Source: an optimization exercise on an open RTL-to-GDS flow (aim: small area). Production flows keep margins and buffers that such runs may drop. Function was checked by simulation only, so behaviour that the tests miss may differ from the original. Power is estimated from default activity; no workload was simulated.

==> design/flow/design.v <==
module matrix_alu_responder #(
  parameter int DATA_W     = 16,
  parameter int NREG       = 8,
  parameter int MUL_CYCLES = 4
) (
  input  logic                  clk,
  input  logic                  reset,
  input  logic                  n_alu_enable,
  input  logic [2:0]            op_select,
  input  logic [2:0]            alu_address,
  input  logic [4*DATA_W-1:0]   data_in,
  output logic [4*DATA_W-1:0]   data_out,
  output logic                  data_valid,
  output logic                  busy,
  output logic                  done,
  output logic                  cmd_err
);
  localparam int W  = DATA_W;
  localparam int MW = 4 * DATA_W;
  localparam logic [2:0] OP_NOP   = 3'b000;
  localparam logic [2:0] OP_LOAD  = 3'b001;
  localparam logic [2:0] OP_ADD   = 3'b010;
  localparam logic [2:0] OP_SUB   = 3'b011;
  localparam logic [2:0] OP_SCAL  = 3'b100;
  localparam logic [2:0] OP_MATR  = 3'b101;
  localparam logic [2:0] OP_TRANS = 3'b110;
  localparam logic [2:0] OP_STORE = 3'b111;
  logic          prev_en;
  logic          accept, go;
  logic [1:0]    k;
  logic          k_last;
  logic [MW-1:0] r0, r1, r2;
  logic [MW-1:0] rh [3:7];
  logic [3:0]    v2;
  logic [7:3]    vh;
  logic [2*W-1:0] sprod;
  logic          vs;       
  logic [W-1:0]  a0, a1, b0, b1;
  logic [W-1:0]  p0, p1, mres;
  logic          hi;
  logic [MW-1:0] asres;
  logic          sub;
  function automatic logic [W-1:0] el(
    input logic [MW-1:0] m,
    input logic [1:0]    idx
  );
    el = m[idx*W +: W];
  endfunction
  assign accept = prev_en & ~n_alu_enable;
  assign go     = accept & ~busy;
  assign k_last = (k == 2'(MUL_CYCLES - 1));
  assign data_valid = ~n_alu_enable & (op_select == OP_STORE);
  logic [10:0] rsel;   
  always_comb begin
    rsel[0] = data_valid & (alu_address == 3'd0);
    rsel[1] = data_valid & (alu_address == 3'd1);
    for (int e = 0; e < 4; e++)
      rsel[2+e] = data_valid & (alu_address == 3'd2) & v2[e];
    for (int r = 3; r < 8; r++)
      rsel[r+3] = data_valid & (alu_address == 3'(r)) & vh[r];
  end
  always_comb begin
    data_out = ({MW{rsel[0]}} & r0) | ({MW{rsel[1]}} & r1);
    for (int e = 0; e < 4; e++)
      data_out[e*W +: W] |= {W{rsel[2+e]}} & r2[e*W +: W];
    for (int r = 3; r < 8; r++)
      data_out |= {MW{rsel[r+3]}} & rh[r];
  end
  assign hi = busy ? k[1] : prev_en;
  assign a0 = el(r0, {hi, 1'b0});
  assign a1 = el(r0, {hi, 1'b1});
  assign b0 = (busy & k[0]) ? el(r1, 2'd1) : el(r1, 2'd0);
  assign b1 = busy ? el(r1, {1'b1, k[0]}) : el(r1, 2'd0);
  mar_mul16lo u_mul0 (.a(a0), .b(b0), .p(p0));
  mar_mul16lo u_mul1 (.a(a1), .b(b1), .p(p1));
  mar_add16   u_madd (.a(p0), .b(p1), .ci(1'b0), .s(mres));
  assign sub = op_select[0];
  for (genvar e = 0; e < 4; e++) begin : g_as
    mar_add16 u_as (.a(el(r0, 2'(e))), .b(el(r1, 2'(e)) ^ {W{sub}}), .ci(sub),
                    .s(asres[e*W +: W]));
  end
  always_ff @(posedge clk or posedge reset) begin
    if (reset) begin
      prev_en <= 1'b1;
      busy    <= 1'b0;
      k       <= '0;
      done    <= 1'b0;
      cmd_err <= 1'b0;
    end else begin
      prev_en <= n_alu_enable;
      done    <= 1'b0;
      if (busy) begin
        k <= k + 2'd1;
        if (k_last) begin
          busy <= 1'b0;
          done <= 1'b1;
        end
      end
      if (accept) begin
        if (busy) begin
          if (op_select != OP_NOP && op_select != OP_STORE)
            cmd_err <= 1'b1;
        end else begin
          unique case (op_select)
            OP_ADD, OP_SUB, OP_SCAL, OP_TRANS: done <= 1'b1;
            OP_MATR: busy <= 1'b1;
            default: ;
          endcase
        end
      end
    end
  end
  always_ff @(posedge clk or posedge reset) begin
    if (reset) begin
      r0    <= '0;
      r1    <= '0;
      vs    <= 1'b0;
    end else begin
      if (go && op_select == OP_LOAD && alu_address == 3'd0) r0 <= data_in;
      if (go && op_select == OP_LOAD && alu_address == 3'd1) r1 <= data_in;
      if (!prev_en && !busy) vs <= 1'b1;
    end
  end
  always_ff @(posedge clk) begin
    if (!prev_en && !busy) sprod <= {p1, p0};
  end
  always_ff @(posedge clk or posedge reset) begin
    if (reset) v2 <= '0;
    else if (go && (op_select == OP_LOAD ? alu_address == 3'd2
                                         : op_select[2] | op_select[1]) &&
             op_select != OP_MATR && op_select != OP_STORE)
      v2 <= 4'hf;
    else if (busy)
      v2[k] <= 1'b1;
  end
  always_ff @(posedge clk) begin
    if (busy)
      r2[k*W +: W] <= mres;
    else if (go) begin
      unique case (op_select)
        OP_LOAD:  if (alu_address == 3'd2) r2 <= data_in;
        OP_ADD,
        OP_SUB:   r2 <= asres;
        OP_SCAL:  r2 <= {p1, p0, vs ? sprod : '0};
        OP_TRANS: r2 <= {el(r0, 2'd3), el(r0, 2'd1),
                         el(r0, 2'd2), el(r0, 2'd0)};
        default: ;
      endcase
    end
  end
  always_ff @(posedge clk or posedge reset) begin
    if (reset) vh <= '0;
    else if (go && op_select == OP_LOAD && alu_address >= 3'd3)
      vh[alu_address] <= 1'b1;
  end
  always_ff @(posedge clk) begin
    if (go && op_select == OP_LOAD && alu_address >= 3'd3)
      rh[alu_address] <= data_in;
  end
endmodule
module mar_add16 (
  input  logic [15:0] a,
  input  logic [15:0] b,
  input  logic        ci,
  output logic [15:0] s
);
  logic [16:0] c;
  logic [15:0] x;
  assign c[0] = ci;
  for (genvar i = 0; i < 16; i++) begin : g_fa
    assign x[i]   = a[i] ^ b[i];
    assign s[i]   = x[i] ^ c[i];
    assign c[i+1] = (a[i] & b[i]) | (c[i] & x[i]);
  end
endmodule
module mar_mul16lo (
  input  logic [15:0] a,
  input  logic [15:0] b,
  output logic [15:0] p
);
  logic one0;
  logic two0;
  logic neg0;
  logic t1;
  logic t2;
  logic t3;
  logic t4;
  logic t5;
  logic t6;
  logic t7;
  logic t8;
  logic t9;
  logic t10;
  logic t11;
  logic t12;
  logic t13;
  logic t14;
  logic t15;
  logic t16;
  logic one1;
  logic two1;
  logic neg1;
  logic t17;
  logic t18;
  logic t19;
  logic t20;
  logic t21;
  logic t22;
  logic t23;
  logic t24;
  logic t25;
  logic t26;
  logic t27;
  logic t28;
  logic t29;
  logic t30;
  logic one2;
  logic two2;
  logic neg2;
  logic t31;
  logic t32;
  logic t33;
  logic t34;
  logic t35;
  logic t36;
  logic t37;
  logic t38;
  logic t39;
  logic t40;
  logic t41;
  logic t42;
  logic one3;
  logic two3;
  logic neg3;
  logic t43;
  logic t44;
  logic t45;
  logic t46;
  logic t47;
  logic t48;
  logic t49;
  logic t50;
  logic t51;
  logic t52;
  logic one4;
  logic two4;
  logic neg4;
  logic t53;
  logic t54;
  logic t55;
  logic t56;
  logic t57;
  logic t58;
  logic t59;
  logic t60;
  logic one5;
  logic two5;
  logic neg5;
  logic t61;
  logic t62;
  logic t63;
  logic t64;
  logic t65;
  logic t66;
  logic one6;
  logic two6;
  logic neg6;
  logic t67;
  logic t68;
  logic t69;
  logic t70;
  logic one7;
  logic two7;
  logic neg7;
  logic t71;
  logic t72;
  logic t73;
  logic t74;
  logic t75;
  logic t76;
  logic t77;
  logic t78;
  logic t79;
  logic t80;
  logic t81;
  logic t82;
  logic t83;
  logic t84;
  logic t85;
  logic t86;
  logic t87;
  logic t88;
  logic t89;
  logic t90;
  logic t91;
  logic t92;
  logic t93;
  logic t94;
  logic t95;
  logic t96;
  logic t97;
  logic t98;
  logic t99;
  logic t100;
  logic t101;
  logic t102;
  logic t103;
  logic t104;
  logic t105;
  logic t106;
  logic t107;
  logic t108;
  logic t109;
  logic t110;
  logic t111;
  logic t112;
  logic t113;
  logic t114;
  logic t115;
  logic t116;
  logic t117;
  logic t118;
  logic t119;
  logic t120;
  logic t121;
  logic t122;
  logic t123;
  logic t124;
  logic t125;
  logic t126;
  logic t127;
  logic t128;
  logic t129;
  logic t130;
  logic t131;
  logic t132;
  logic t133;
  logic t134;
  logic t135;
  logic t136;
  logic t137;
  logic t138;
  logic t139;
  logic t140;
  logic t141;
  logic t142;
  logic t143;
  logic t144;
  logic t145;
  logic t146;
  logic t147;
  logic t148;
  logic t149;
  logic t150;
  logic t151;
  logic t152;
  logic t153;
  logic t154;
  logic t155;
  logic t156;
  logic t157;
  logic t158;
  logic t159;
  logic t160;
  logic t161;
  logic t162;
  logic t163;
  logic t164;
  logic t165;
  logic t166;
  logic t167;
  logic t168;
  logic t169;
  logic t170;
  logic t171;
  logic t172;
  logic t173;
  logic t174;
  logic t175;
  logic t176;
  logic t177;
  logic t178;
  logic t179;
  logic t180;
  logic t181;
  logic t182;
  logic t183;
  logic t184;
  logic t185;
  logic t186;
  logic t187;
  logic t188;
  logic t189;
  logic t190;
  logic t191;
  logic t192;
  logic t193;
  logic t194;
  logic t195;
  logic t196;
  logic t197;
  logic t198;
  logic t199;
  logic t200;
  logic t201;
  logic t202;
  logic t203;
  logic t204;
  logic t205;
  logic t206;
  logic t207;
  logic t208;
  logic t209;
  logic t210;
  logic t211;
  logic t212;
  logic t213;
  logic t214;
  logic t215;
  logic t216;
  logic t217;
  logic t218;
  logic t219;
  logic t220;
  logic t221;
  logic t222;
  logic t223;
  logic t224;
  logic t225;
  logic t226;
  logic t227;
  logic t228;
  logic t229;
  logic t230;
  logic t231;
  logic t232;
  logic t233;
  logic t234;
  logic t235;
  logic t236;
  logic t237;
  logic t238;
  logic t239;
  logic t240;
  logic t241;
  logic t242;
  logic t243;
  logic t244;
  logic t245;
  logic t246;
  logic t247;
  logic t248;
  logic t249;
  logic t250;
  logic t251;
  logic t252;
  logic t253;
  logic t254;
  logic t255;
  logic t256;
  logic t257;
  logic t258;
  logic t259;
  logic t260;
  logic t261;
  logic t262;
  logic t263;
  logic t264;
  assign one0 = b[0] ^ 1'b0;
  assign two0 = (b[1] & ~b[0] & ~1'b0) | (~b[1] & b[0] & 1'b0);
  assign neg0 = b[1];
  assign t1 = (a[0] & one0) ^ neg0;
  assign t2 = ((a[1] & one0) | (a[0] & two0)) ^ neg0;
  assign t3 = ((a[2] & one0) | (a[1] & two0)) ^ neg0;
  assign t4 = ((a[3] & one0) | (a[2] & two0)) ^ neg0;
  assign t5 = ((a[4] & one0) | (a[3] & two0)) ^ neg0;
  assign t6 = ((a[5] & one0) | (a[4] & two0)) ^ neg0;
  assign t7 = ((a[6] & one0) | (a[5] & two0)) ^ neg0;
  assign t8 = ((a[7] & one0) | (a[6] & two0)) ^ neg0;
  assign t9 = ((a[8] & one0) | (a[7] & two0)) ^ neg0;
  assign t10 = ((a[9] & one0) | (a[8] & two0)) ^ neg0;
  assign t11 = ((a[10] & one0) | (a[9] & two0)) ^ neg0;
  assign t12 = ((a[11] & one0) | (a[10] & two0)) ^ neg0;
  assign t13 = ((a[12] & one0) | (a[11] & two0)) ^ neg0;
  assign t14 = ((a[13] & one0) | (a[12] & two0)) ^ neg0;
  assign t15 = ((a[14] & one0) | (a[13] & two0)) ^ neg0;
  assign t16 = ((a[15] & one0) | (a[14] & two0)) ^ neg0;
  assign one1 = b[2] ^ b[1];
  assign two1 = (b[3] & ~b[2] & ~b[1]) | (~b[3] & b[2] & b[1]);
  assign neg1 = b[3];
  assign t17 = (a[0] & one1) ^ neg1;
  assign t18 = ((a[1] & one1) | (a[0] & two1)) ^ neg1;
  assign t19 = ((a[2] & one1) | (a[1] & two1)) ^ neg1;
  assign t20 = ((a[3] & one1) | (a[2] & two1)) ^ neg1;
  assign t21 = ((a[4] & one1) | (a[3] & two1)) ^ neg1;
  assign t22 = ((a[5] & one1) | (a[4] & two1)) ^ neg1;
  assign t23 = ((a[6] & one1) | (a[5] & two1)) ^ neg1;
  assign t24 = ((a[7] & one1) | (a[6] & two1)) ^ neg1;
  assign t25 = ((a[8] & one1) | (a[7] & two1)) ^ neg1;
  assign t26 = ((a[9] & one1) | (a[8] & two1)) ^ neg1;
  assign t27 = ((a[10] & one1) | (a[9] & two1)) ^ neg1;
  assign t28 = ((a[11] & one1) | (a[10] & two1)) ^ neg1;
  assign t29 = ((a[12] & one1) | (a[11] & two1)) ^ neg1;
  assign t30 = ((a[13] & one1) | (a[12] & two1)) ^ neg1;
  assign one2 = b[4] ^ b[3];
  assign two2 = (b[5] & ~b[4] & ~b[3]) | (~b[5] & b[4] & b[3]);
  assign neg2 = b[5];
  assign t31 = (a[0] & one2) ^ neg2;
  assign t32 = ((a[1] & one2) | (a[0] & two2)) ^ neg2;
  assign t33 = ((a[2] & one2) | (a[1] & two2)) ^ neg2;
  assign t34 = ((a[3] & one2) | (a[2] & two2)) ^ neg2;
  assign t35 = ((a[4] & one2) | (a[3] & two2)) ^ neg2;
  assign t36 = ((a[5] & one2) | (a[4] & two2)) ^ neg2;
  assign t37 = ((a[6] & one2) | (a[5] & two2)) ^ neg2;
  assign t38 = ((a[7] & one2) | (a[6] & two2)) ^ neg2;
  assign t39 = ((a[8] & one2) | (a[7] & two2)) ^ neg2;
  assign t40 = ((a[9] & one2) | (a[8] & two2)) ^ neg2;
  assign t41 = ((a[10] & one2) | (a[9] & two2)) ^ neg2;
  assign t42 = ((a[11] & one2) | (a[10] & two2)) ^ neg2;
  assign one3 = b[6] ^ b[5];
  assign two3 = (b[7] & ~b[6] & ~b[5]) | (~b[7] & b[6] & b[5]);
  assign neg3 = b[7];
  assign t43 = (a[0] & one3) ^ neg3;
  assign t44 = ((a[1] & one3) | (a[0] & two3)) ^ neg3;
  assign t45 = ((a[2] & one3) | (a[1] & two3)) ^ neg3;
  assign t46 = ((a[3] & one3) | (a[2] & two3)) ^ neg3;
  assign t47 = ((a[4] & one3) | (a[3] & two3)) ^ neg3;
  assign t48 = ((a[5] & one3) | (a[4] & two3)) ^ neg3;
  assign t49 = ((a[6] & one3) | (a[5] & two3)) ^ neg3;
  assign t50 = ((a[7] & one3) | (a[6] & two3)) ^ neg3;
  assign t51 = ((a[8] & one3) | (a[7] & two3)) ^ neg3;
  assign t52 = ((a[9] & one3) | (a[8] & two3)) ^ neg3;
  assign one4 = b[8] ^ b[7];
  assign two4 = (b[9] & ~b[8] & ~b[7]) | (~b[9] & b[8] & b[7]);
  assign neg4 = b[9];
  assign t53 = (a[0] & one4) ^ neg4;
  assign t54 = ((a[1] & one4) | (a[0] & two4)) ^ neg4;
  assign t55 = ((a[2] & one4) | (a[1] & two4)) ^ neg4;
  assign t56 = ((a[3] & one4) | (a[2] & two4)) ^ neg4;
  assign t57 = ((a[4] & one4) | (a[3] & two4)) ^ neg4;
  assign t58 = ((a[5] & one4) | (a[4] & two4)) ^ neg4;
  assign t59 = ((a[6] & one4) | (a[5] & two4)) ^ neg4;
  assign t60 = ((a[7] & one4) | (a[6] & two4)) ^ neg4;
  assign one5 = b[10] ^ b[9];
  assign two5 = (b[11] & ~b[10] & ~b[9]) | (~b[11] & b[10] & b[9]);
  assign neg5 = b[11];
  assign t61 = (a[0] & one5) ^ neg5;
  assign t62 = ((a[1] & one5) | (a[0] & two5)) ^ neg5;
  assign t63 = ((a[2] & one5) | (a[1] & two5)) ^ neg5;
  assign t64 = ((a[3] & one5) | (a[2] & two5)) ^ neg5;
  assign t65 = ((a[4] & one5) | (a[3] & two5)) ^ neg5;
  assign t66 = ((a[5] & one5) | (a[4] & two5)) ^ neg5;
  assign one6 = b[12] ^ b[11];
  assign two6 = (b[13] & ~b[12] & ~b[11]) | (~b[13] & b[12] & b[11]);
  assign neg6 = b[13];
  assign t67 = (a[0] & one6) ^ neg6;
  assign t68 = ((a[1] & one6) | (a[0] & two6)) ^ neg6;
  assign t69 = ((a[2] & one6) | (a[1] & two6)) ^ neg6;
  assign t70 = ((a[3] & one6) | (a[2] & two6)) ^ neg6;
  assign one7 = b[14] ^ b[13];
  assign two7 = (b[15] & ~b[14] & ~b[13]) | (~b[15] & b[14] & b[13]);
  assign neg7 = b[15];
  assign t71 = (a[0] & one7) ^ neg7;
  assign t72 = ((a[1] & one7) | (a[0] & two7)) ^ neg7;
  assign t73 = neg0 ^ t1;
  assign t74 = neg0 & t1;
  assign t75 = t2 ^ t74;
  assign t76 = t2 & t74;
  assign t79 = neg1 ^ t17;
  assign t77 = t79 ^ t3;
  assign t78 = (neg1 & t17) | (t3 & t79);
  assign t80 = t76 ^ t77;
  assign t81 = t76 & t77;
  assign t84 = t18 ^ t4;
  assign t82 = t84 ^ t78;
  assign t83 = (t18 & t4) | (t78 & t84);
  assign t85 = t81 ^ t82;
  assign t86 = t81 & t82;
  assign t89 = neg2 ^ t19;
  assign t87 = t89 ^ t31;
  assign t88 = (neg2 & t19) | (t31 & t89);
  assign t92 = t5 ^ t87;
  assign t90 = t92 ^ t83;
  assign t91 = (t5 & t87) | (t83 & t92);
  assign t93 = t86 ^ t90;
  assign t94 = t86 & t90;
  assign t97 = t20 ^ t32;
  assign t95 = t97 ^ t6;
  assign t96 = (t20 & t32) | (t6 & t97);
  assign t100 = t88 ^ t95;
  assign t98 = t100 ^ t91;
  assign t99 = (t88 & t95) | (t91 & t100);
  assign t101 = t94 ^ t98;
  assign t102 = t94 & t98;
  assign t105 = neg3 ^ t21;
  assign t103 = t105 ^ t33;
  assign t104 = (neg3 & t21) | (t33 & t105);
  assign t108 = t43 ^ t7;
  assign t106 = t108 ^ t103;
  assign t107 = (t43 & t7) | (t103 & t108);
  assign t111 = t96 ^ t106;
  assign t109 = t111 ^ t99;
  assign t110 = (t96 & t106) | (t99 & t111);
  assign t112 = t102 ^ t109;
  assign t113 = t102 & t109;
  assign t116 = t22 ^ t34;
  assign t114 = t116 ^ t44;
  assign t115 = (t22 & t34) | (t44 & t116);
  assign t119 = t8 ^ t104;
  assign t117 = t119 ^ t114;
  assign t118 = (t8 & t104) | (t114 & t119);
  assign t122 = t107 ^ t117;
  assign t120 = t122 ^ t110;
  assign t121 = (t107 & t117) | (t110 & t122);
  assign t123 = t113 ^ t120;
  assign t124 = t113 & t120;
  assign t127 = neg4 ^ t23;
  assign t125 = t127 ^ t35;
  assign t126 = (neg4 & t23) | (t35 & t127);
  assign t130 = t45 ^ t53;
  assign t128 = t130 ^ t9;
  assign t129 = (t45 & t53) | (t9 & t130);
  assign t133 = t115 ^ t125;
  assign t131 = t133 ^ t128;
  assign t132 = (t115 & t125) | (t128 & t133);
  assign t136 = t118 ^ t131;
  assign t134 = t136 ^ t121;
  assign t135 = (t118 & t131) | (t121 & t136);
  assign t137 = t124 ^ t134;
  assign t138 = t124 & t134;
  assign t141 = t10 ^ t24;
  assign t139 = t141 ^ t36;
  assign t140 = (t10 & t24) | (t36 & t141);
  assign t144 = t46 ^ t54;
  assign t142 = t144 ^ t126;
  assign t143 = (t46 & t54) | (t126 & t144);
  assign t147 = t129 ^ t139;
  assign t145 = t147 ^ t132;
  assign t146 = (t129 & t139) | (t132 & t147);
  assign t150 = t142 ^ t145;
  assign t148 = t150 ^ t135;
  assign t149 = (t142 & t145) | (t135 & t150);
  assign t151 = t138 ^ t148;
  assign t152 = t138 & t148;
  assign t155 = neg5 ^ t11;
  assign t153 = t155 ^ t25;
  assign t154 = (neg5 & t11) | (t25 & t155);
  assign t158 = t37 ^ t47;
  assign t156 = t158 ^ t55;
  assign t157 = (t37 & t47) | (t55 & t158);
  assign t161 = t61 ^ t140;
  assign t159 = t161 ^ t153;
  assign t160 = (t61 & t140) | (t153 & t161);
  assign t164 = t156 ^ t143;
  assign t162 = t164 ^ t159;
  assign t163 = (t156 & t143) | (t159 & t164);
  assign t167 = t146 ^ t162;
  assign t165 = t167 ^ t149;
  assign t166 = (t146 & t162) | (t149 & t167);
  assign t168 = t152 ^ t165;
  assign t169 = t152 & t165;
  assign t172 = t12 ^ t26;
  assign t170 = t172 ^ t38;
  assign t171 = (t12 & t26) | (t38 & t172);
  assign t175 = t48 ^ t56;
  assign t173 = t175 ^ t62;
  assign t174 = (t48 & t56) | (t62 & t175);
  assign t178 = t154 ^ t157;
  assign t176 = t178 ^ t170;
  assign t177 = (t154 & t157) | (t170 & t178);
  assign t181 = t173 ^ t160;
  assign t179 = t181 ^ t176;
  assign t180 = (t173 & t160) | (t176 & t181);
  assign t184 = t163 ^ t179;
  assign t182 = t184 ^ t166;
  assign t183 = (t163 & t179) | (t166 & t184);
  assign t185 = t169 ^ t182;
  assign t186 = t169 & t182;
  assign t189 = neg6 ^ t13;
  assign t187 = t189 ^ t27;
  assign t188 = (neg6 & t13) | (t27 & t189);
  assign t192 = t39 ^ t49;
  assign t190 = t192 ^ t57;
  assign t191 = (t39 & t49) | (t57 & t192);
  assign t195 = t63 ^ t67;
  assign t193 = t195 ^ t171;
  assign t194 = (t63 & t67) | (t171 & t195);
  assign t198 = t174 ^ t187;
  assign t196 = t198 ^ t190;
  assign t197 = (t174 & t187) | (t190 & t198);
  assign t201 = t177 ^ t193;
  assign t199 = t201 ^ t196;
  assign t200 = (t177 & t193) | (t196 & t201);
  assign t204 = t180 ^ t199;
  assign t202 = t204 ^ t183;
  assign t203 = (t180 & t199) | (t183 & t204);
  assign t205 = t186 ^ t202;
  assign t206 = t186 & t202;
  assign t209 = t14 ^ t28;
  assign t207 = t209 ^ t40;
  assign t208 = (t14 & t28) | (t40 & t209);
  assign t212 = t50 ^ t58;
  assign t210 = t212 ^ t64;
  assign t211 = (t50 & t58) | (t64 & t212);
  assign t215 = t68 ^ t188;
  assign t213 = t215 ^ t191;
  assign t214 = (t68 & t188) | (t191 & t215);
  assign t218 = t207 ^ t210;
  assign t216 = t218 ^ t194;
  assign t217 = (t207 & t210) | (t194 & t218);
  assign t221 = t197 ^ t213;
  assign t219 = t221 ^ t200;
  assign t220 = (t197 & t213) | (t200 & t221);
  assign t224 = t216 ^ t219;
  assign t222 = t224 ^ t203;
  assign t223 = (t216 & t219) | (t203 & t224);
  assign t225 = t206 ^ t222;
  assign t226 = t206 & t222;
  assign t229 = neg7 ^ t15;
  assign t227 = t229 ^ t29;
  assign t228 = (neg7 & t15) | (t29 & t229);
  assign t232 = t41 ^ t51;
  assign t230 = t232 ^ t59;
  assign t231 = (t41 & t51) | (t59 & t232);
  assign t235 = t65 ^ t69;
  assign t233 = t235 ^ t71;
  assign t234 = (t65 & t69) | (t71 & t235);
  assign t238 = t208 ^ t211;
  assign t236 = t238 ^ t227;
  assign t237 = (t208 & t211) | (t227 & t238);
  assign t241 = t230 ^ t233;
  assign t239 = t241 ^ t214;
  assign t240 = (t230 & t233) | (t214 & t241);
  assign t244 = t236 ^ t217;
  assign t242 = t244 ^ t239;
  assign t243 = (t236 & t217) | (t239 & t244);
  assign t247 = t220 ^ t242;
  assign t245 = t247 ^ t223;
  assign t246 = (t220 & t242) | (t223 & t247);
  assign t248 = t226 ^ t245;
  assign t249 = t226 & t245;
  assign t250 = t16 ^ t30;
  assign t251 = t42 ^ t52;
  assign t252 = t60 ^ t66;
  assign t253 = t70 ^ t72;
  assign t254 = t250 ^ t251;
  assign t255 = t252 ^ t253;
  assign t256 = t228 ^ t231;
  assign t257 = t234 ^ t254;
  assign t258 = t255 ^ t256;
  assign t259 = t257 ^ t237;
  assign t260 = t258 ^ t259;
  assign t261 = t240 ^ t260;
  assign t262 = t261 ^ t243;
  assign t263 = t262 ^ t246;
  assign t264 = t249 ^ t263;
  assign p = {t264, t248, t225, t205, t185, t168, t151, t137, t123, t112, t101, t93, t85, t80, t75, t73};
endmodule
==> design/flow/flow/run.sh <==
#!/bin/bash
# The standard layout (standard.sh, ORFS) with three changes:
#  1. Yosys's generic `abc -fast` inside `synth` is skipped (SYNTH_ARGS=-noabc),
#     so extract_fa sees the RTL's full adders as written and maps them to
#     fa/ha cells without inverters between them.
#  2. The cell mapping runs an area-oriented ABC script (flow/abc_area.script,
#     selected with ABC_AREA=1) instead of the delay-oriented default.
#  3. CTS inserts no dummy loads.
# Registers, their names and cell types are those of the standard synthesis.
set -euo pipefail
W="$(cd "$(dirname "$0")/.." && pwd)"
cd "$W"
rm -rf "$W/scripts_area"
cp -r "$FLOW_HOME/scripts" "$W/scripts_area"
cp "$W/flow/abc_area.script" "$W/scripts_area/abc_area.script"
export SCRIPTS_DIR="$W/scripts_area"
export SYNTH_ARGS="-noabc"
export ABC_AREA=1
export CTS_ARGS="-sink_clustering_enable -repair_clock_nets -dont_use_dummy_load"
bash "$W/standard.sh" > "$W/flow_make.log" 2>&1
==> design/flow/flow/abc_area.script <==
strash
&get -n
&st
&dch
&nf -a
&put
topo
==> design/flow/standard.sh <==
#!/bin/bash
# synth_recipe.tcl (not shown) runs the flow's synth.tcl, then flattens the netlist and writes it again
# the make line also repeats each setting of config.mk as NAME=value (left out here)
make -C /OpenROAD-flow-scripts/flow DESIGN_CONFIG=/design/flow/config.mk WORK_HOME=/design/flow/orfs CLKGATE_MAP_FILE= SYNTH_SCRIPT=/design/flow/synth_recipe.tcl "${@:-finish}"
==> design/flow/config.mk <==
export PLATFORM = sky130hd
export DESIGN_NAME = matrix_alu_responder
export DESIGN_NICKNAME = matrix_alu_responder
export VERILOG_FILES = /design/flow/design.v
export SDC_FILE = /design/flow/constraint.sdc
export NUM_CORES = 4
export LEC_CHECK = 0
export CAP_MARGIN = 20
export CORE_MARGIN = 2
export CORE_UTILIZATION = 40
export SLEW_MARGIN = 20
==> design/flow/constraint.sdc <==
create_clock -name core_clock -period 12.0 [get_ports {clk}]
set_input_delay 2.4000 -clock core_clock [delete_from_list [all_inputs] [get_ports {clk}]]
set_output_delay 2.4000 -clock core_clock [all_outputs]
set_load 0.01 [all_outputs]
==> summary.md, run 1 <==
| Metric | Value |
|---|---|
| PostCTS Resize Cnt | `0` |
| Post-synth EDFFs | `between 400 and 500` |
| Initial DRC count | `2999` |
| PortBufs | `140` |
| CTS tree | `built` |
| Setup Fix Bufs, Post-CTS | `0` |
| GRT Residual Overflow | `0` |
| Setup_tns | `0 ps` |
| Routed vias | `23333` |
| Top delay family on crit path | `adder cells` |
| Sink Count | `560` |
| Syn Area/Cell | `13.7 µm²` |
| Number of global-route vias before repair | `between 20000 and 25000` |
| Die width | `284 µm` |
| Yosys Warn Count | `1` |
| Final RePlAce weighted congestion | `about 0.93` |
| Final-layout fill cell count | `approximately 7100` |
| Nets@finish | `between 2000 and 3000` |
| Commonest non-fill, non-tap cell in the layout | `edfxtp_1` |
| Period utilisation layout | `0.900` |
| Area of the multi-input gates | `about 15000 µm²` |
| Share of cells above drive strength 1 | `0.0667` |
| Leakage | `0.0142 µW` |
| Setup crit end kind | `flip-flop` |
| Routed Antenna Nets | `0` |
| Worst EP arrival | `about 11000 ps` |
| HP Class | `reg -> reg` |
| Unrepaired setup endpoints after global routing | `no` |
| PD cells | `252 nW/µm²` |
| Clk root buf | `clkbuf_16` |
| Max frequency | `92.6 MHz` |
| Starting density of the core | `0.404` |
| Area grow syn2layout | `16.3%` |
| Sequential share of the synthesized area | `0.513` |
| Hold Buf Count CTS | `0` |
| Layout Utilization | `0.470` |
| Final hold vios | `0` |
| Slew Limit Fails | `0` |
| DRC viols | `0` |
| Critical Path Slowest Stage Cell | `dfrtp_2` |
| Buffers and inverters on the worst path | `2` |
| Num CTS Buffers | `67` |
| Final wirelength | `110 mm` |
| DR pass1 iterations | `7` |
| GRT Overall Usage | `0.272` |
| H-tree levels | `3` |
| FFs w/ async S/R, synth | `0.257` |
| Commonest non-fill, non-tap cells in the layout | `edfxtp_1, nand2_1, fa_1, a222oi_1, dfrtp_1` |
| R2r setup slk | `1200 ps` |
| First-pass GRT wire length | `approximately 160 mm` |
| CP peak stage delay | `680 ps` |
| CTS Buffer Depth | `3` |
| Synth Net Count | `about 2600` |
| Largest net degree at the start of global routing | `approximately 120` |
| Cell Area, Synth | `31400 µm²` |
| Die ar. | `80700 µm²` |
| Die height | `284 µm` |
| # IOs | `141` |
| Row count | `about 100` |
| Final setup fails | `0` |
| Yosys cell types | `between 50 and 60` |
| Core ar. | `77600 µm²` |
| Clk pin slew, worst setup/hold paths | `~60 ps` |
| Final worst path period need | `10800 ps` |
| Synth Register Bits | `560` |
| Slew @ Worst Pin | `roughly 1200 ps` |
| Post-Syn Instances | `2296` |
| WL/cell | `30.4 µm` |
| Initial antenna violation count | `1` |
| Clk_skew | `44.0 ps` |
| PnR Total Power | `9180 µW` |
| Final Hold Slack | `around 460 ps` |
| Vias per cell | `6.45` |
| Max-Cap Viols | `0` |
| Startpoint Class | `flip-flop` |
| Clock latency on the worst-skew pair | `610 ps` |
| Ys flop type | `edfxtp_1` |
| VDD IR-drop max | `around 0.32 mV` |
| Status | `complete, no violations` |
| Crit path max fanout | `39` |
| Register area | `16100 µm²` |
| Worst relative slew slack | `0.189` |
| Post-DP HPWL | `75.2 mm` |
| Critical path's most frequent cell | `fa_1` |
| CP Class | `reg -> reg` |
| Worst Path Required | `12450 ps` |
-- cells by family after synthesis --
group | count (synthesis) | synth area share
DFF | 560 | 0.513
AOI/OAI and AO/OA | 622 | 0.153
xor gates and xnor gates | 247 | 0.0716
adders and majority gates | 232 | 0.134
muxes | 176 | 0.0614
buffers and inverters | 76 | 0.00909
and+or+nand+nor | 383 | 0.0578
-- per-layer routing --
layer	up-vias	wire, µm	track usage
li1	9775	-	-
met1	12095	44700	0.365
met2	1199	51200	0.434
met3	262	8140	0.0409
met4	2	5920	0.130
met5	-	10	0
-- cells in the mapped netlist, types with 6 or more instances --
cell	n	area, µm²
clkinv_1	76	285
nand2_1	190	713
and3b_1	9	78.8
nand3_1	43	215
nor2_1	30	113
a31oi_1	25	156
nor2b_1	50	313
a22o_1	28	245
o21ai_0	49	245
a221oi_1	55	482
nor4_1	6	37.5
mux2i_1	44	440
o211ai_1	11	82.6
a21o_1	8	60.1
a21oi_1	64	320
o32ai_1	6	52.6
or2_0	11	68.8
xnor2_1	115	1010
and3_1	14	87.6
xor2_1	126	1100
and2_0	7	43.8
ha_1	60	751
o22ai_1	119	744
a22oi_1	27	203
edfxtp_1	416	12500
dfrtp_1	143	3580
nor3_1	10	50.1
xnor3_1	6	135
mux2_1	132	1490
a21boi_0	10	75.1
a32oi_1	22	193
a222oi_1	167	1670
fa_1	172	3440
a221o_1	9	90.1
-- path summary, 6_finish.rpt --
check,start,to,depth (start not counted)
worst max-delay path,k[0],r2[63],29
worst min-delay path,v2[0],v2[0],2
worst max register to register,k[0],r2[63],29
worst min register to register,v2[0],v2[0],2
max in group asynchronous,reset,r0[57],3
min in group asynchronous,reset,r1[44],2
-- power breakdown --
part           switching [µW]  total, µW  leakage [µW]  internal [µW]
Combinational            3100       4810       0.00767           1710
Clock                     730       1710      0.000826            976
Sequential                236       2670       0.00574           2430
-- through the flow --
stage | setup WS [ps] | area, µm² | cells
global placement | 1040 | 34800 | 3548
floorplan | 336 | 31400 | 2296
global route | 757 | 36500 | 3617
detailed placement | 995 | 34800 | 3549
CTS | 1240 | 36500 | 3616
finish | 1200 | 36500 | 3618
-- area by class of cell --
| type | instances | share of cell area |
|---|---|---|
| antenna | 1 | 0.0000686 |
| timing repair buffer | 214 | 0.0544 |
| multi-input combinational | 1660 | 0.415 |
| clock buffer | 67 | 0.0460 |
| tap | 1040 | 0.0357 |
| inverter | 76 | 0.00799 |
| sequential | 560 | 0.441 |
-- tightest hold or removal path, cell delays in order (launching register included) --
cell and delay, ps:
dfrtp_1 330, a21oi_1 40, nand2_1 50
-- sequential cells by signal, indices dropped and copies added, names as in the netlist --
| name | flops |
|---|---|
| busy | 1 |
| cmd_err | 1 |
| done | 1 |
| k | 2 |
| prev_en | 1 |
| r0 | 64 |
| r1 | 64 |
| r2 | 64 |
| rh | 320 |
| sprod | 32 |
| v2 | 4 |
| vh | 5 |
| vs | 1 |
==> run 2, diff against run 1 <==
--- a/design/flow/flow/run.sh
+++ b/design/flow/flow/run.sh
@@ -5,7 +5,10 @@
 #     fa/ha cells without inverters between them.
 #  2. The cell mapping runs an area-oriented ABC script (flow/abc_area.script,
 #     selected with ABC_AREA=1) instead of the delay-oriented default.
-#  3. CTS inserts no dummy loads.
+#  3. CTS inserts no dummy loads and clusters up to 25 sinks within 100 um
+#     per leaf buffer (clock-pin slew stays near 100 ps).
+#  4. Port buffers are the smallest buffer, sky130_fd_sc_hd__buf_1; every
+#     input and output port still gets its own buffer.
 # Registers, their names and cell types are those of the standard synthesis.
 set -euo pipefail
 W="$(cd "$(dirname "$0")/.." && pwd)"
@@ -16,5 +19,6 @@
 export SCRIPTS_DIR="$W/scripts_area"
 export SYNTH_ARGS="-noabc"
 export ABC_AREA=1
-export CTS_ARGS="-sink_clustering_enable -repair_clock_nets -dont_use_dummy_load"
+export CTS_ARGS="-sink_clustering_enable -repair_clock_nets -dont_use_dummy_load -sink_clustering_size 25 -sink_clustering_max_diameter 100"
+export BUFFER_PORTS_ARGS="-buffer_cell sky130_fd_sc_hd__buf_1"
 bash "$W/standard.sh" > "$W/flow_make.log" 2>&1
==> run 2 against run 1 <==
Compared with the run above:
- setup slack better by 110 ps
- largest power group unchanged
- sequential power hardly changed
- cell count is 0.97% lower
- clock skew is 32 ps higher
- utilization is 2.3 points lower
- critical path type unchanged
==> summary.md, run 2 <==
| Metric | Value |
|---|---|
| Setup_tns | `0 ps (unchanged)` |
| Commonest cells post-synth | `edfxtp_1, nand2_1, fa_1` |
| Num CTS Buffers | `30 (-55%)` |
| # IOs | `141 (unchanged)` |
| Max-Cap Viols | `0 (unchanged)` |
| Final wirelength | `109 mm (-1.2%)` |
| Final hold vios | `0 (unchanged)` |
| Hold EP | `vs` |
| Final RePlAce weighted congestion | `0.931 (+0.29%)` |
| GRT Residual Overflow | `0 (unchanged)` |
| Initial DRC count | `3075 (+2.5%)` |
| HP Class | `reg -> reg` |
| WL/cell | `30.3 µm (-0.25%)` |
| Leakage | `0.0134 µW (-5.6%)` |
| Sw frac | `0.465 (+0.0216)` |
| Final setup fails | `0 (unchanged)` |
| CTS Buffer Depth | `3 (unchanged)` |
| Setup crit end kind | `flip-flop` |
| Area grow syn2layout | `10.5%` |
| DRC viols | `0 (unchanged)` |
| Largest register FFs | `320 (unchanged)` |
| Share of cells above drive strength 1 | `0.0543 (-0.0125)` |
| Antenna cell count | `0 (-1)` |
| Setup Fix Bufs, Post-CTS | `0 (unchanged)` |
| FFs w/ async S/R, synth | `0.257 (unchanged)` |
| Sequential share of the synthesized area | `0.513 (unchanged)` |
| Commonest non-fill, non-tap cell in the layout | `edfxtp_1` |
| Post-Syn Instances | `2296 (unchanged)` |
| Fin area | `34700 µm² (-4.9%)` |
| First-pass GRT wire length | `161 mm (-1.3%)` |
| Row count | `102 (unchanged)` |
| Clk root buf | `clkbuf_16` |
| Hold_sp | `vs` |
| Post-DP HPWL | `75.1 mm (-0.24%)` |
| Period utilisation layout | `0.891 (-0.00950)` |
| Commonest non-fill, non-tap cells in the layout | `edfxtp_1, nand2_1, fa_1, a222oi_1, dfrtp_1` |
| Synth Net Count | `2601 (unchanged)` |
| Starting density of the core | `0.404 (unchanged)` |
| Die width | `284 µm (unchanged)` |
| Initial antenna violation count | `3 (+2)` |
| Metal3 WL | `8.03 mm (-1.4%)` |
| Core ar. | `77600 µm² (unchanged)` |
| CTS tree | `built` |
| Clock latency on the worst-skew pair | `660 ps (+50 ps)` |
| Final-layout fill cell count | `7215 (+2.3%)` |
| PostCTS Resize Cnt | `0 (unchanged)` |
| Slew Limit Fails | `0 (unchanged)` |
| CP Class | `reg -> reg` |
| Cell Area, Synth | `31400 µm² (unchanged)` |
| Vias per cell | `6.42 (-0.42%)` |
| Dominant cell by count in the synthesized netlist | `edfxtp_1` |
| PortBufs | `140 (unchanged)` |
| Syn Area/Cell | `13.7 µm² (unchanged)` |
| H-tree levels | `1 (-2)` |
| Hold Buf Count CTS | `0 (unchanged)` |
| Final worst path period need | `10690 ps (-114 ps)` |
| Critical path's most frequent cell | `fa_1` |
| Reg2reg start | `busy` |
| Max frequency | `93.6 MHz (+1.1%)` |
| Largest net degree at the start of global routing | `86 (-27%)` |
| Worst relative slew slack | `0.203 (+0.0142)` |
| DR top layer | `met5` |
| Routed met2 length | `51.0 mm (-0.41%)` |
| Largest cells by area after synthesis | `edfxtp_1, dfrtp_1, fa_1` |
| Status | `complete, no violations` |
| Die ar. | `80700 µm² (unchanged)` |
| Largest reg by FF count | `rh` |
| CP peak stage delay | `810 ps (+130 ps)` |
| Clk_skew | `76.4 ps (+32.4 ps)` |
| Routed vias | `23011 (-1.4%)` |
| Yosys cell types | `51 (unchanged)` |
| M1 WL | `45.4 mm (+1.5%)` |
| Cell type with the largest total area after synthesis | `edfxtp_1` |
| Unrepaired setup endpoints after global routing | `no` |
| Crit path max fanout | `37 (-5.1%)` |
| Combinational share of power | `0.563 (+0.039)` |
| Worst EP arrival | `11170 ps (-80 ps)` |
| Net Switching | `3960 µW (-2.8%)` |
| WHS Path Cells | `1 (-1)` |
| Die height | `284 µm (unchanged)` |
| Ys flop type | `edfxtp_1` |
| Register area | `16100 µm² (unchanged)` |
| PD cells | `245 nW/µm² (-2.5%)` |
| Clk pin slew, worst setup/hold paths | `110 ps (+50 ps)` |
| Post-DP Area | `33900 µm² (-2.5%)` |
| Critical Path Slowest Stage Cell | `dfrtp_2` |
| Clk network pwr share | `0.125 (-0.061)` |
| Reg2reg path depth | `31 (+6.9%)` |
| DR pass1 iterations | `10 (+3)` |
| Pint | `4560 µW (-11%)` |
| GRT Overall Usage | `0.266 (-0.00517)` |
| Nets@finish | `2850 (-1.2%)` |
| Yosys Warn Count | `1 (unchanged)` |
| Startpoint Class | `flip-flop` |
| Reg2reg end | `r2[31]` |
| R2r setup slk | `1310 ps (+110 ps)` |
| VDD IR-drop max | `0.431 mV (+34%)` |
| Sink Count | `560 (unchanged)` |
| Seq pwr share | `0.312 (+0.022)` |
| Slew @ Worst Pin | `1200 ps (-21.3 ps)` |
| Routed Antenna Nets | `0 (unchanged)` |
| Synth Register Bits | `560 (unchanged)` |
| Worst Path Required | `12480 ps (+30 ps)` |
| Area of the multi-input gates | `15100 µm² (unchanged)` |
| Post-synth EDFFs | `416 (unchanged)` |
| Share of the synthesized area in the top cell type | `0.398 (unchanged)` |
| Number of global-route vias before repair | `23479 (-2.4%)` |
-- run 2: final cells by class --
class                   instances  share of cell area
flip-flops and latches        560               0.464
multi-input cells            1660               0.436
well taps                    1040              0.0375
repair buffers                217              0.0320
clock buffers                  30              0.0216
inverters                      76             0.00841
-- run 2: worst max-delay path: cells and delay by family, from the launching register on --
family	cells	cell delay (ps)
flip-flops	1	810
AO/OA/AOI/OAI	3	560
adder cells (fa/ha/maj)	14	5810
XOR/XNOR	8	2080
AND/OR/NAND/NOR	2	440
buffers and inverters	4	830
-- run 2: kinds of logic after synthesis --
group | after synthesis | share of synthesized area
buf+inv | 76 | 0.00909
mux | 176 | 0.0614
simple gates | 383 | 0.0578
fa+ha+maj | 232 | 0.134
flops | 560 | 0.513
compound gates | 622 | 0.153
xor+xnor | 247 | 0.0716
-- run 2: per-layer routing --
metal	vias up	track usage
li1	9691	-
met4	6	0.0886
met3	200	0.0364
met2	1165	0.432
met5	-	0
met1	11949	0.370
-- run 2: stage by stage --
step | hold slack (ps) | utilization | total power, µW | std cells | setup WS (ps)
after global placement | 443 | 0.437 | 7320 | 3553 | 991
after global routing | 496 | 0.447 | 8820 | 3583 | 867
final | 472 | 0.447 | 8510 | 3583 | 1310
after floorplan | 425 | - | 5290 | 2296 | 336
after CTS | 473 | 0.447 | 8420 | 3583 | 1350
after detailed placement | 452 | 0.437 | 7350 | 3553 | 959
-- run 2: power by group through the flow --
stage	logic [µW]	clock network [µW]	registers (µW)
2_1_floorplan	2700	0	2590
3_3_place_gp	4630	0	2690
3_5_place_dp	4660	0	2690
4_1_cts	4690	1080	2650
5_1_grt	5000	1140	2680
6_report	4790	1060	2660
-- run 2: worst max-delay path by stage --
stage / startpoint / end / slack [ps] / cells past startpoint
floorplan: busy / r2[31] / 340 / 27
global placement: op_select[0] / r2[63] / 990 / 23
detailed placement: op_select[0] / r2[14] / 960 / 21
CTS: busy / r2[63] / 1350 / 31
global route: busy / r2[63] / 870 / 31
finish: busy / r2[31] / 1310 / 31
==> run 3, diff against run 2 <==
--- a/design/flow/flow/run.sh
+++ b/design/flow/flow/run.sh
@@ -1,9 +1,10 @@
 #!/bin/bash
-# The standard layout (standard.sh, ORFS) with three changes:
+# The standard layout (standard.sh, ORFS) with these changes:
 #  1. Yosys's generic `abc -fast` inside `synth` is skipped (SYNTH_ARGS=-noabc),
 #     so extract_fa sees the RTL's full adders as written and maps them to
 #     fa/ha cells without inverters between them.
-#  2. The cell mapping runs an area-oriented ABC script (flow/abc_area.script,
+#  2. The cell mapping runs an area-oriented ABC script (flow/abc_area.script: repeated
+#     choice computation and area-only mapping with area recovery,
 #     selected with ABC_AREA=1) instead of the delay-oriented default.
 #  3. CTS inserts no dummy loads and clusters up to 25 sinks within 100 um
 #     per leaf buffer (clock-pin slew stays near 100 ps).
==> design/flow/flow/abc_area.script (replaced) <==
strash
dch -f
&get -n
&st
&dch -f
&nf -a -R 1000
&st
&dch -f
&nf -a -R 1000
&put
topo
--- a/design/flow/config.mk
+++ b/design/flow/config.mk
@@ -7,5 +7,5 @@
 export LEC_CHECK = 0
 export CAP_MARGIN = 20
 export CORE_MARGIN = 2
-export CORE_UTILIZATION = 40
+export CORE_UTILIZATION = 70
 export SLEW_MARGIN = 20
==> run 3 against run 2 <==
Compared with the run above:
- die area fell by 43%
- global-route usage rose by 17 points
- fmax fell by 4.0%
- highest routed layer unchanged
==> summary.md, run 3 <==
| Metric | Value |
|---|---|
| Status | `complete, no violations` |
| Largest reg by FF count | `rh` |
| R2r setup slk | `870 ps (-440 ps)` |
| Slew Limit Fails | `0 (unchanged)` |
| GRT Residual Overflow | `0 (unchanged)` |
| Largest cells by area after synthesis | `edfxtp_1, dfrtp_1, fa_1` |
| Final worst path period need | `11130 ps (+444 ps)` |
| VDD IR-drop max | `0.359 mV (-17%)` |
| First-pass GRT wire length | `151 mm (-6.2%)` |
| Reg2reg start | `k[0]` |
| Largest register FFs | `320 (unchanged)` |
| Hold_sp | `vh[7]` |
| Core ar. | `43900 µm² (-43%)` |
| CTS Buffer Depth | `3 (unchanged)` |
| Num CTS Buffers | `26 (-13%)` |
| Leakage | `0.0128 µW (-4.6%)` |
| Die height | `214 µm (-25%)` |
| Starting density of the core | `0.704 (+0.300)` |
| Post-DP HPWL | `66.6 mm (-11%)` |
| Critical path's most frequent cell | `fa_1` |
| Die width | `214 µm (-25%)` |
| Share of cells above drive strength 1 | `0.0566 (+0.00236)` |
| Sink Count | `560 (unchanged)` |
| Routed vias | `23924 (+4.0%)` |
| Sequential share of the synthesized area | `0.520 (+0.00733)` |
| Unrepaired setup endpoints after global routing | `no` |
| Yosys Warn Count | `1 (unchanged)` |
| WHS Path Cells | `1 (unchanged)` |
| Critical Path Slowest Stage Cell | `dfrtp_1` |
| Top delay family on crit path | `adder cells` |
| Ys flop type | `edfxtp_1` |
| PnR Total Power | `8870 µW (+4.2%)` |
| Hold Buf Count CTS | `0 (unchanged)` |
| HP Class | `reg -> reg` |
| Worst Path Required | `12320 ps (-160 ps)` |
| Reg2reg end | `r2[31]` |
| Commonest cells post-synth | `edfxtp_1, a222oi_1, fa_1` |
| Vias per cell | `7.75 (+21%)` |
| Clk pin slew, worst setup/hold paths | `110 ps (about the same)` |
| Final setup fails | `0 (unchanged)` |
| Global-route layer with the greatest usage | `met2` |
| CP Class | `reg -> reg` |
| PortBufs | `140 (unchanged)` |
| Die ar. | `45900 µm² (-43%)` |
| Clk_skew | `75.3 ps (-1.09 ps)` |
| Reg2reg path depth | `33 (+6.5%)` |
| Final hold vios | `0 (unchanged)` |
| Crit path max fanout | `17 (-54%)` |
| Dominant cell by count in the synthesized netlist | `edfxtp_1` |
| Critical path depth | `33 (+6.5%)` |
| Commonest non-fill, non-tap cell in the layout | `edfxtp_1` |
| Largest net degree at the start of global routing | `95 (+10%)` |
| DRC viols | `0 (unchanged)` |
| Placed cell count | `3056 (-14%)` |
| Layout Utilization | `0.765 (+0.319)` |
| CP peak stage delay | `790 ps (-20 ps)` |
| Startpoint Class | `flip-flop` |
| Routing usage on met1 | `0.582 (+0.212)` |
| Synth Register Bits | `560 (unchanged)` |
| CTS tree | `built` |
| Share of the synthesized area in the top cell type | `0.404 (+0.00569)` |
| Final RePlAce weighted congestion | `1.05 (+13%)` |
| DR pass1 iterations | `13 (+3)` |
| Row count | `77 (-25%)` |
| Commonest non-fill, non-tap cells in the layout | `edfxtp_1, a222oi_1, fa_1, dfrtp_1, buf_1` |
| Synth Net Count | `2558 (-1.7%)` |
| Initial antenna violation count | `6 (+3)` |
| Max-Cap Viols | `0 (unchanged)` |
| Clk root buf | `clkbuf_16` |
| Buffers and inverters on the worst path | `3 (-1)` |
| Period utilisation layout | `0.928 (+0.0370)` |
| Final wirelength | `101 mm (-7.4%)` |
| Area grow syn2layout | `8.72%` |
| Hold EP | `vh[7]` |
| WL/cell | `32.6 µm (+7.5%)` |
| Nets@finish | `2797 (-1.9%)` |
| Initial DRC count | `4536 (+48%)` |
| Grt met3 use | `0.0972 (+0.0607)` |
| Worst EP arrival | `11450 ps (+280 ps)` |
| Routed Antenna Nets | `0 (unchanged)` |
| Final Hold Slack | `474 ps (+1.96 ps)` |
| Number of global-route vias before repair | `24161 (+2.9%)` |
| Yosys cell types | `43 (-16%)` |
| GR Util met2 | `0.678 (+0.246)` |
| Cell Area, Synth | `30900 µm² (-1.4%)` |
| H-tree levels | `1 (unchanged)` |
| Post-Syn Instances | `2253 (-1.9%)` |
| Max frequency | `89.8 MHz (-4.0%)` |
| PD cells | `264 nW/µm² (+7.4%)` |
| Slew @ Worst Pin | `1180 ps (-18.2 ps)` |
| Cell type with the largest total area after synthesis | `edfxtp_1` |
| GRT Overall Usage | `0.440 (+0.174)` |
| Clock latency on the worst-skew pair | `620 ps (-40 ps)` |
| Layout Cells excl Fill | `3086 (-14%)` |
| Worst relative slew slack | `0.215 (+0.0121)` |
| Post-synth EDFFs | `416 (unchanged)` |
| Syn Area/Cell | `13.7 µm² (+0.47%)` |
| Setup_tns | `0 ps (unchanged)` |
| Setup crit end kind | `flip-flop` |
| # IOs | `141 (unchanged)` |
| FFs w/ async S/R, synth | `0.257 (unchanged)` |
-- run 3: changes by cell type after synthesis, sizes merged, moves of 20 or more --
cell	change
nand3	+33
nor2	+60
o21ai	+36
nand2	-108
mux2i	+20
a22oi	+60
nor2b	-27
-- run 3: worst max-delay path by stage --
stage	start	to	slack [ps]
4_1_cts	k[0]	r2[31]	1000
6_report	k[0]	r2[31]	870
3_5_place_dp	op_select[0]	r2[15]	860
2_1_floorplan	busy	r2[31]	270
3_3_place_gp	op_select[0]	r2[15]	980
5_1_grt	busy	r2[31]	340
-- run 3: area by class of cell --
class,instances,area [µm²]
Tap cell,592,741
Antenna cell,4,10.0
Timing Repair Buffer,211,1070
Multi-Input combinational cell,1624,14800
Inverter,69,269
Sequential cell,560,16100
Fill cell,2855,10300
Clock buffer,26,651
-- run 3: power by group --
part           switching, µW  internal (µW)
sequential               217           2450
combinational           3240           1980
clock                    591            388
-- run 3: cell families after synthesis --
kind of cell,synth area share
XOR/XNOR,0.0643
AND/OR/NAND/NOR,0.0485
flip-flops,0.520
multiplexers,0.0648
buffers and inverters,0.00837
adder cells (fa/ha/maj),0.136
AO/OA/AOI/OAI,0.158
-- run 3: routing by layer --
metal	part of all wire	wire length, µm
met3	0.13	12800
met2	0.46	46000
met1	0.34	34400
met5	0.00035	35
met4	0.074	7420
-- run 3: metrics by stage --
stage	instance area, µm²	setup slack, ps
finish	33600	868
floorplan	31000	267
detailed placement	32900	858
CTS	33600	995
global route	33600	340
global placement	32900	975
-- run 3: repair_timing --
action                                  4_1_cts  5_1_grt
setup buffers                                 0        0
endpoints found under the setup margin        0        1
gates resized for setup                       0        1
==> run 4, diff against run 3 <==
--- a/design/flow/design.v
+++ b/design/flow/design.v
@@ -133,20 +133,24 @@
     else if (busy)
       v2[k] <= 1'b1;
   end
+  logic       w_ld, w_as, w_sc, w_tr;
+  logic [3:0] w_mm;
+  logic [MW-1:0] r2_sc, r2_tr;
+  assign w_ld = go & (op_select == OP_LOAD) & (alu_address == 3'd2);
+  assign w_as = go & (op_select == OP_ADD || op_select == OP_SUB);
+  assign w_sc = go & (op_select == OP_SCAL);
+  assign w_tr = go & (op_select == OP_TRANS);
+  assign r2_sc = {p1, p0, vs ? sprod : '0};
+  assign r2_tr = {el(r0, 2'd3), el(r0, 2'd1), el(r0, 2'd2), el(r0, 2'd0)};
+  always_comb for (int e = 0; e < 4; e++) w_mm[e] = busy & (k == 2'(e));
   always_ff @(posedge clk) begin
-    if (busy)
-      r2[k*W +: W] <= mres;
-    else if (go) begin
-      unique case (op_select)
-        OP_LOAD:  if (alu_address == 3'd2) r2 <= data_in;
-        OP_ADD,
-        OP_SUB:   r2 <= asres;
-        OP_SCAL:  r2 <= {p1, p0, vs ? sprod : '0};
-        OP_TRANS: r2 <= {el(r0, 2'd3), el(r0, 2'd1),
-                         el(r0, 2'd2), el(r0, 2'd0)};
-        default: ;
-      endcase
-    end
+    for (int e = 0; e < 4; e++)
+      if (w_mm[e] | w_ld | w_as | w_sc | w_tr)
+        r2[e*W +: W] <= ({W{w_mm[e]}} & mres) |
+                        ({W{w_ld}} & data_in[e*W +: W]) |
+                        ({W{w_as}} & asres[e*W +: W]) |
+                        ({W{w_sc}} & r2_sc[e*W +: W]) |
+                        ({W{w_tr}} & r2_tr[e*W +: W]);
   end
   always_ff @(posedge clk or posedge reset) begin
     if (reset) vh <= '0;
==> run 4 against run 3 <==
Compared with the run above:
- first-iteration DRC count decreased by 6.5%
- routed wire length is 6.5% lower
- cell count shrank 5.8%
- design area fell by 2.7%
- clock power fell by 0.4%
- register-to-register slack gained 330 ps
- sequential power decreased by 4%
- global-route usage is 1.1 points lower
- critical path type unchanged
- critical endpoint is now r2[47]
==> summary.md, run 4 <==
| Metric | Value |
|---|---|
| Status | `complete, no violations` |
| Commonest non-fill, non-tap cell in the layout | `edfxtp_1` |
| Post-DP HPWL | `63.0 mm (-5.4%)` |
| Initial DRC count | `4242 (-6.5%)` |
| Cell type with the largest total area after synthesis | `edfxtp_1` |
| Yosys cell types | `43 (unchanged)` |
| Worst Path Required | `12340 ps (+20 ps)` |
| Crit path max fanout | `30 (+13)` |
| Placed cell count | `2880 (-5.8%)` |
| Worst EP arrival | `11140 ps (-310 ps)` |
| Number of global-route vias before repair | `22468 (-7.0%)` |
| Unrepaired setup endpoints after global routing | `no` |
| Post-Synth XOR/XNOR Area | `0.0668 (+0.00255)` |
| Share of cells above drive strength 1 | `0.0546 (-0.00201)` |
| Synth Area in Simple Gates | `0.0500 (+0.00143)` |
| Yosys Warn Count | `1 (unchanged)` |
| WL/cell | `32.4 µm (-0.77%)` |
| Share of the synthesized area in the top cell type | `0.414 (+0.0105)` |
| Setup Fix Bufs, Post-CTS | `0 (unchanged)` |
| Final RePlAce weighted congestion | `1.02 (-3.4%)` |
| Layout Cells excl Fill | `2908 (-5.8%)` |
| Critical path's most frequent cell | `fa_1` |
| PD cells | `266 nW/µm² (+0.99%)` |
| Final hold vios | `0 (unchanged)` |
| Post-Syn Instances | `2125 (-5.7%)` |
| Clk root buf | `clkbuf_16` |
| Post-synthesis mux area share | `0.0638 (-0.000924)` |
| Clk_skew | `37.5 ps (-37.8 ps)` |
| Period utilisation layout | `0.900 (-0.0275)` |
| Final-layout fill cell count | `2704 (-5.3%)` |
| Startpoint Class | `flip-flop` |
| Nets@finish | `2669 (-4.6%)` |
| Area of the multi-input gates | `14000 µm² (-5.2%)` |
| Dominant cell by count in the synthesized netlist | `edfxtp_1` |
| DRC viols | `0 (unchanged)` |
| Ys flop type | `edfxtp_1` |
| GRT Overall Usage | `0.429 (-0.0113)` |
| Antenna cell count | `0 (-4)` |
| Commonest cells post-synth | `edfxtp_1, a222oi_1, fa_1` |
| # IOs | `141 (unchanged)` |
| Sequential share of the synthesized area | `0.534 (+0.0136)` |
| Clock latency on the worst-skew pair | `610 ps (about the same)` |
| Synth Register Bits | `560 (unchanged)` |
| Final worst path period need | `10800 ps (-330 ps)` |
| Cell Area, Synth | `30100 µm² (-2.5%)` |
| Setup_tns | `0 ps (unchanged)` |
| Fin worst setup slack | `1200 ps (+330 ps)` |
| Register area | `16100 µm² (about the same)` |
| Die ar. | `44700 µm² (-2.5%)` |
| First-pass GRT wire length | `141 mm (-6.9%)` |
| Leakage | `0.0128 µW (about the same)` |
| Hold Buf Count CTS | `0 (unchanged)` |
| Post-synth EDFFs | `416 (unchanged)` |
| Max-Cap Viols | `0 (unchanged)` |
| Final wirelength | `94.1 mm (-6.5%)` |
| Slew @ Worst Pin | `1270 ps (+89.6 ps)` |
| CP peak stage delay | `680 ps (-110 ps)` |
| Core ar. | `42800 µm² (-2.6%)` |
| Largest reg by FF count | `rh` |
| Sink Count | `560 (unchanged)` |
| Initial antenna violation count | `2 (-4)` |
| Routed Antenna Nets | `0 (unchanged)` |
| Post-synthesis adder-cell area fraction | `0.139 (+0.00354)` |
| Slew Limit Fails | `0 (unchanged)` |
| Commonest non-fill, non-tap cells in the layout | `edfxtp_1, a222oi_1, fa_1, dfrtp_1, buf_1` |
| Post-DP Area | `32000 µm² (-2.8%)` |
| Num CTS Buffers | `27 (+3.8%)` |
| PostCTS Resize Cnt | `0 (unchanged)` |
| Largest net degree at the start of global routing | `94 (-1.1%)` |
| Critical Path Slowest Stage Cell | `dfrtp_1` |
| Syn Area/Cell | `14.2 µm² (+3.3%)` |
| Die height | `212 µm (-1.3%)` |
| Placement Setup Slack | `895 ps (+36.2 ps)` |
| Vias per cell | `7.73 (-0.30%)` |
| H-tree levels | `1 (unchanged)` |
| Fin area | `32700 µm² (-2.7%)` |
| Row count | `76 (-1.3%)` |
| HP Class | `reg -> reg` |
| Routed vias | `22476 (-6.1%)` |
| CTS Buffer Depth | `3 (unchanged)` |
| Final setup fails | `0 (unchanged)` |
| Largest family of logic cells by synthesized area | `compound AO/OA/AOI/OAI gates` |
| Worst relative slew slack | `0.155 (-0.0602)` |
| Starting density of the core | `0.704 (about the same)` |
| Die width | `212 µm (-1.3%)` |
| GRT Residual Overflow | `0 (unchanged)` |
| VDD IR-drop max | `0.496 mV (+38%)` |
| Area grow syn2layout | `8.57%` |
| Synth Net Count | `2430 (-5.0%)` |
| Max frequency | `92.6 MHz (+3.1%)` |
| Largest cells by area after synthesis | `edfxtp_1, dfrtp_1, fa_1` |
| Setup crit end kind | `flip-flop` |
| DR pass1 iterations | `10 (-3)` |
| PortBufs | `140 (unchanged)` |
| Largest register FFs | `320 (unchanged)` |
| Clk pin slew, worst setup/hold paths | `100 ps (about the same)` |
| Compound-Gate Fraction of Synth Area | `0.140 (-0.0178)` |
| FFs w/ async S/R, synth | `0.257 (unchanged)` |
| CTS tree | `built` |
| PnR Total Power | `8720 µW (-1.7%)` |
| CP Class | `reg -> reg` |
==> run 4: per-stage QoR <==
step | utilization | hold WS [ps]
floorplan | - | 430
global placement | 0.748 | 446
detailed placement | 0.748 | 457
CTS | 0.764 | 478
global route | 0.765 | 495
finish | 0.765 | 481
==> run 4: layout make-up <==
cell class,instances,area share
repair buffers,210,0.0328
well taps,546,0.0209
flip-flops and latches,560,0.492
multi-input cells,1517,0.428
clock buffers,27,0.0206
inverters,48,0.00566
==> run 4: worst paths after layout <==
| path | start | end | slack, ps | cells past startpoint |
|---|---|---|---|---|
| worst max-delay path | busy | r2[47] | 1200 | 30 |
| worst min-delay path | vh[6] | vh[6] | 480 | 1 |
| worst max register to register | busy | r2[47] | 1200 | 30 |
| worst min register to register | vh[6] | vh[6] | 480 | 1 |
| max in group asynchronous | reset | r1[53] | 8780 | 3 |
| min in group asynchronous | reset | vh[7] | 1900 | 2 |
==> run 4: kinds of logic after synthesis <==
| group | count (synthesis) |
|---|---|
| buffers and inverters | 48 |
| muxes | 177 |
| AOI/OAI and AO/OA | 548 |
| adders and majority gates | 232 |
| and+or+nand+nor | 330 |
| DFF | 560 |
| xor gates and xnor gates | 230 |
==> run 4: metal layers <==
metal	GRT usage	wire length, µm	up-vias
met5	0	27	-
met4	0.262	6700	4
met3	0.0834	11600	398
met2	0.647	42300	1875
met1	0.585	33400	11178
li1	-	-	9021
==> run 4: critical path, delay by kind of cell, from the launching register on <==
kind                       cells  cell delay [ps]
and+or+nand+nor                2              510
xor gates and xnor gates       3              840
DFF                            1              680
AOI/OAI and AO/OA              2              320
buffers and inverters          7             1340
adders and majority gates     16             6780
==> run 4: power by group <==
group | switching, µW | total (µW) | internal, µW | leakage [µW]
clock | 575 | 975 | 400 | 0.000333
sequential | 149 | 2550 | 2400 | 0.00570
combinational | 3410 | 5200 | 1790 | 0.00679
total | 4130 | 8720 | 4590 | 0.0128

==> separate check: timing with driven ports <==
The flow's constraints put no driver on any port. The routed layouts listed below were extracted and timed again, unchanged, in two steps.
Step 1 assumes that a clkbuf_16 drives the clock port and a buf_2 every other input.
Step 2 also shifts input and output timing later by t, the mid clock arrival at the registers, as if the neighbouring blocks saw the same clock.
Three values: ideal ports, drivers, drivers and shift; two values: the first two.
| run | shift t [ns] | setup WS [ns] | worst setup path after step 2 |
|---|---|---|---|
| run 1 | 0.649 | 1.198 / 1.198 / 0.959 | input to register |
| run 2 | 0.679 | 1.312 / 1.312 / 0.811 | input to register |
| run 3 | 0.647 | 0.868 / 0.868 / 0.844 | input to register |
| run 4 | 0.657 | 1.197 / 1.197 / 0.912 | input to register |
After both steps every run listed still meets setup and hold. The setup slack of run 2, which loses most, moves by 0.000 ns with the drivers and by -0.501 ns with both steps.
